Source: an optimization exercise on an open RTL-to-GDS flow (aim: a short achievable clock period, few clock cycles and low power). Production flows keep margins and buffers that such runs may drop.
Function was checked by simulation only, so behaviour that the tests miss may differ from the original.
Power and IR drop assume default switching activity.

build 29:
// mac_vector_engine
module mac_vector_engine (
  input logic clk,
  input logic reset_n,
  input logic start,
  input logic clear,
  input logic [9:0] vec_len,
  input logic signed [47:0] bias,
  input logic in_valid,
  input logic [35:0] in_a,
  input logic [35:0] in_b,
  input logic out_ready,
  output logic busy,
  output logic in_ready,
  output logic out_valid,
  output logic signed [17:0] out_data,
  output logic signed [47:0] out_acc,
  output logic acc_overflow
);
  localparam int NST = 2;    
  localparam int NC = 3;      
  logic busy_q, ir_q, pv_q, inf_q, ov_q, nf_q;
  logic [9:0] plen_q, rem_q;
  logic [NC-1:0] own_q, hb_q;   
  logic [NC-1:0] st_c, dl_c, hw_c, ho_c;
  logic res_done;
  wire cur = !nf_q;   
  wire pl0 = plen_q == 10'd0, pl1 = plen_q == 10'd1, pl2 = plen_q == 10'd2;
  wire r1 = rem_q == 10'd1, r2 = rem_q == 10'd2;
  wire pseudo = !cur && pv_q && pl0 && !inf_q;   
  wire [9:0] rem_m1 = (cur ? rem_q : plen_q) - 10'd1;
  wire blast_t = cur ? r1 : pl1;                 
  wire take = in_valid && ir_q;
  wire pop = ov_q && out_ready;
  wire accept = start && !busy_q;               
  wire vl0 = vec_len == 10'd0, vl1 = vec_len == 10'd1;
  wire infn = inf_q && !pop;
  wire consume = (take && !cur) || pseudo;      
  wire blast = pseudo || (take && blast_t);
  wire nf_d = take ? blast_t : nf_q;
  wire nl_t = cur ? (r1 ? (pv_q ? pl1 : (accept && vl1)) : r2) : (!pl1 && pl2);
  wire inf_t = blast_t || infn;
  wire nl_n = cur ? r1 : (pv_q ? pl1 : (accept && vl1));
  wire inf_n = pseudo || infn;
  assign dl_c = {NC{accept}} & (~own_q | (st_c & ~hb_q));
  assign hw_c = {NC{accept}} & own_q & ~st_c;
  assign ho_c = st_c & hb_q;
  wire hb_next = |(hw_c | (hb_q & ~ho_c));
  always_ff @(posedge clk or negedge reset_n) begin
    if (!reset_n) begin
      busy_q <= 1'b0;
      ir_q <= 1'b0;
      pv_q <= 1'b0;
      inf_q <= 1'b0;
      ov_q <= 1'b0;
      rem_q <= '0;
      nf_q <= 1'b1;
      own_q <= '0;
      hb_q <= '0;
    end else begin
      busy_q <= !clear && (accept || (pv_q && !consume) || (infn && !nf_d) || hb_next);
      ir_q <= !clear && !(take ? (nl_t && inf_t) : (nl_n && inf_n));
      pv_q <= !clear && (accept || (pv_q && !consume));
      inf_q <= !clear && (blast || infn);
  ...
clock: 7.0 ns
lec_check: 0
abc_clock_period_in_ps: 2900
cap_margin: 20
core_margin: 2
core_utilization: 60
cts_buf_list: sky130_fd_sc_hd__clkbuf_16
cts_cluster_diameter: 120
cts_cluster_size: 25
setup_slack_margin: 4.2
slew_margin: 20
run.sh (not shown) runs the stock make flow with config.mk's settings and CLKGATE_MAP_FILE= SYNTH_SCRIPT=/design/flow/synth_recipe.tcl, a recipe that flattens the netlist after the stock synthesis.
Testbench counts of build 29, summed over its fixed seeds: cycles 12,338.
Setup changes, build 29 to build 64
--- a/flow/config.mk
+++ b/flow/config.mk
@@ -10,6 +10,6 @@
 export CORE_MARGIN = 2
-export CORE_UTILIZATION = 60
+export CORE_UTILIZATION = 55
 export CTS_BUF_LIST = sky130_fd_sc_hd__clkbuf_16
 export CTS_CLUSTER_DIAMETER = 120
-export CTS_CLUSTER_SIZE = 25
+export CTS_CLUSTER_SIZE = 30
 export SETUP_SLACK_MARGIN = 4.2
==> results.txt <==
Build 29 -> build 64: count of inserted antenna diode cells delta 0, exact match. Final wirelength delta (build 29 -> build 64): insignificant. As of build 64, overall via count from detail_route had fallen slightly compared to build 29. Maximum fanout count along the critical path for build 64 is lower than for build 29.
For build 90, these inputs were changed with respect to build 64:
--- a/flow/config.mk
+++ b/flow/config.mk
@@ -10,7 +10,7 @@
 export CORE_MARGIN = 2
-export CORE_UTILIZATION = 55
+export CORE_UTILIZATION = 60
 export CTS_BUF_LIST = sky130_fd_sc_hd__clkbuf_16
 export CTS_CLUSTER_DIAMETER = 120
-export CTS_CLUSTER_SIZE = 30
-export SETUP_SLACK_MARGIN = 4.2
+export CTS_CLUSTER_SIZE = 25
+export SETUP_SLACK_MARGIN = 4.1
 export SLEW_MARGIN = 20
==> results.txt <==
Status | build 64 and build 90 | clean. Lower net load switching power among build 64 and build 90: build 90. Build 90 vs. build 64: clock-buffer cell count went up 9.5%, final instance count without filler cells decreased by 3.1% relative to the old numbers, number of cell rows went down 3.4%, minimum hold slack down 0.0064 ns, share of total power in the clock network up 0.2 points. Going from build 64 to build 90, peak fanout along the critical path up 2; setup slack at placement decreased by 0.34 ns relative to the old numbers.


Another version of the RTL of mac_vector_engine (not shown whole).
Size: about 510 flip-flops, roughly 210 I/O pins, ~32000 um2 of cells after synthesis.
## mac_vector_engine
module mac_vector_engine (
  input logic clk,
  input logic reset_n,
  input logic start,
  input logic clear,
  input logic [9:0] vec_len,
  input logic signed [47:0] bias,
  input logic in_valid,
  input logic [35:0] in_a,
  input logic [35:0] in_b,
  input logic out_ready,
  output logic busy,
  output logic in_ready,
  output logic out_valid,
  output logic signed [17:0] out_data,
  output logic signed [47:0] out_acc,
  output logic acc_overflow
);
clock: 7.0 ns
lec_check: 0
abc_clock_period_in_ps: 2900
cap_margin: 20
core_margin: 2
core_utilization: 60
cts_buf_list: sky130_fd_sc_hd__clkbuf_16
cts_cluster_diameter: 70
cts_cluster_size: 40
place_density: 0.7
setup_slack_margin: 4.2
slew_margin: 20
Testbench counts at the start, summed over its fixed seeds: cycles 12,350.
Edit:
--- a/flow/config.mk
+++ b/flow/config.mk
@@ -10,8 +10,7 @@
 export CORE_MARGIN = 2
 export CORE_UTILIZATION = 60
-export CTS_BUF_LIST = sky130_fd_sc_hd__clkbuf_16
+export CTS_BUF_LIST = sky130_fd_sc_hd__clkbuf_8 sky130_fd_sc_hd__clkbuf_16
 export CTS_CLUSTER_DIAMETER = 70
 export CTS_CLUSTER_SIZE = 40
-export PLACE_DENSITY = 0.7
 export SETUP_SLACK_MARGIN = 4.2
 export SLEW_MARGIN = 20
What happened:
- utilization fell by 0.27 points
- clock power decreases by a few percent
- power came out lower slightly
- count of clock-buffer cells in the layout goes down by 6
- design area fell slightly
- via count decreases slightly
- setup slack is worse by 0.0053 ns
- hold slack got worse by 0.0035 ns
- cell count does not change
- clock skew increases by 0.0037 ns
Edit:
--- a/flow/config.mk
+++ b/flow/config.mk
@@ -10,5 +10,5 @@
 export CORE_MARGIN = 2
 export CORE_UTILIZATION = 60
-export CTS_BUF_LIST = sky130_fd_sc_hd__clkbuf_8 sky130_fd_sc_hd__clkbuf_16
+export CTS_BUF_LIST = sky130_fd_sc_hd__clkbuf_16
 export CTS_CLUSTER_DIAMETER = 70
 export CTS_CLUSTER_SIZE = 40
The changed run went through all stages and came out clean.
Synthesized area stays the same.
Core utilization stays the same.
Final area stays the same.
Worst setup slack is unchanged.
Power stays the same.
Edit:
--- a/flow/config.mk
+++ b/flow/config.mk
@@ -13,4 +13,4 @@
 export CTS_CLUSTER_DIAMETER = 70
 export CTS_CLUSTER_SIZE = 40
-export SETUP_SLACK_MARGIN = 4.2
+export SETUP_SLACK_MARGIN = 4.25
 export SLEW_MARGIN = 20
Result: The changed run finished with timing, DRC and antenna clean; die area does not change; worst setup slack degrades by 0.018 ns; synthesized cell count stays the same; area after synthesis does not change; hold slack is about the same; utilization is higher by 2.3 points; design area is higher by a few percent; fmax is lower slightly.

re-timing with driven ports:
The results above use ideal ports. As a check the final layouts listed here were re-extracted and re-timed, cells and wires unchanged.
Step 1 (the two cells are an assumption about what drives the block):
set clk [get_ports {clk}]
set_driving_cell -lib_cell sky130_fd_sc_hd__clkbuf_16 $clk
set_driving_cell -lib_cell sky130_fd_sc_hd__buf_2 [delete_from_list [all_inputs] $clk]
Step 2 adds t to the input delays and takes it off the output delays; t is the mean of the earliest and latest rising clock arrival at the registers after step 1. Input paths then give back, and output paths get back, about the clock's delay inside the block.
a / b / c = ideal / step 1 / step 2; a / b = the first two.
run	t (ns)	setup slack, ns	worst hold slack (ns)	latest minus earliest clock arrival (ns)	worst slew at a driven data input, ns
build 29	0.657	4.146 / 4.100 / 3.589	0.329 / 0.329 / 0.329	0.034 / 0.034	0.07
build 64	0.640	4.144 / 4.084 / 3.610	0.326 / 0.326 / 0.326	0.023 / 0.024	0.07
build 90	0.631	4.072 / 4.072 / 3.537	0.320 / 0.320 / 0.320	0.053 / 0.053	0.07
the first run of note 2	0.651	4.205 / 4.187 / 3.710	0.339 / 0.339 / 0.339	0.029 / 0.029	0.07
the second run of note 2	0.701	4.199 / 4.180 / 3.665	0.336 / 0.336 / 0.336	0.028 / 0.027	0.08
the third run of note 2	0.701	4.199 / 4.180 / 3.665	0.336 / 0.336 / 0.336	0.028 / 0.027	0.08
the fourth run of note 2	0.647	4.182 / 4.182 / 3.938	0.335 / 0.335 / 0.335	0.036 / 0.037	0.08
After both steps setup and hold are still met in every run listed. The setup slack of build 29, which loses most, moves by -0.046 ns with the drivers and by -0.557 ns with both steps.
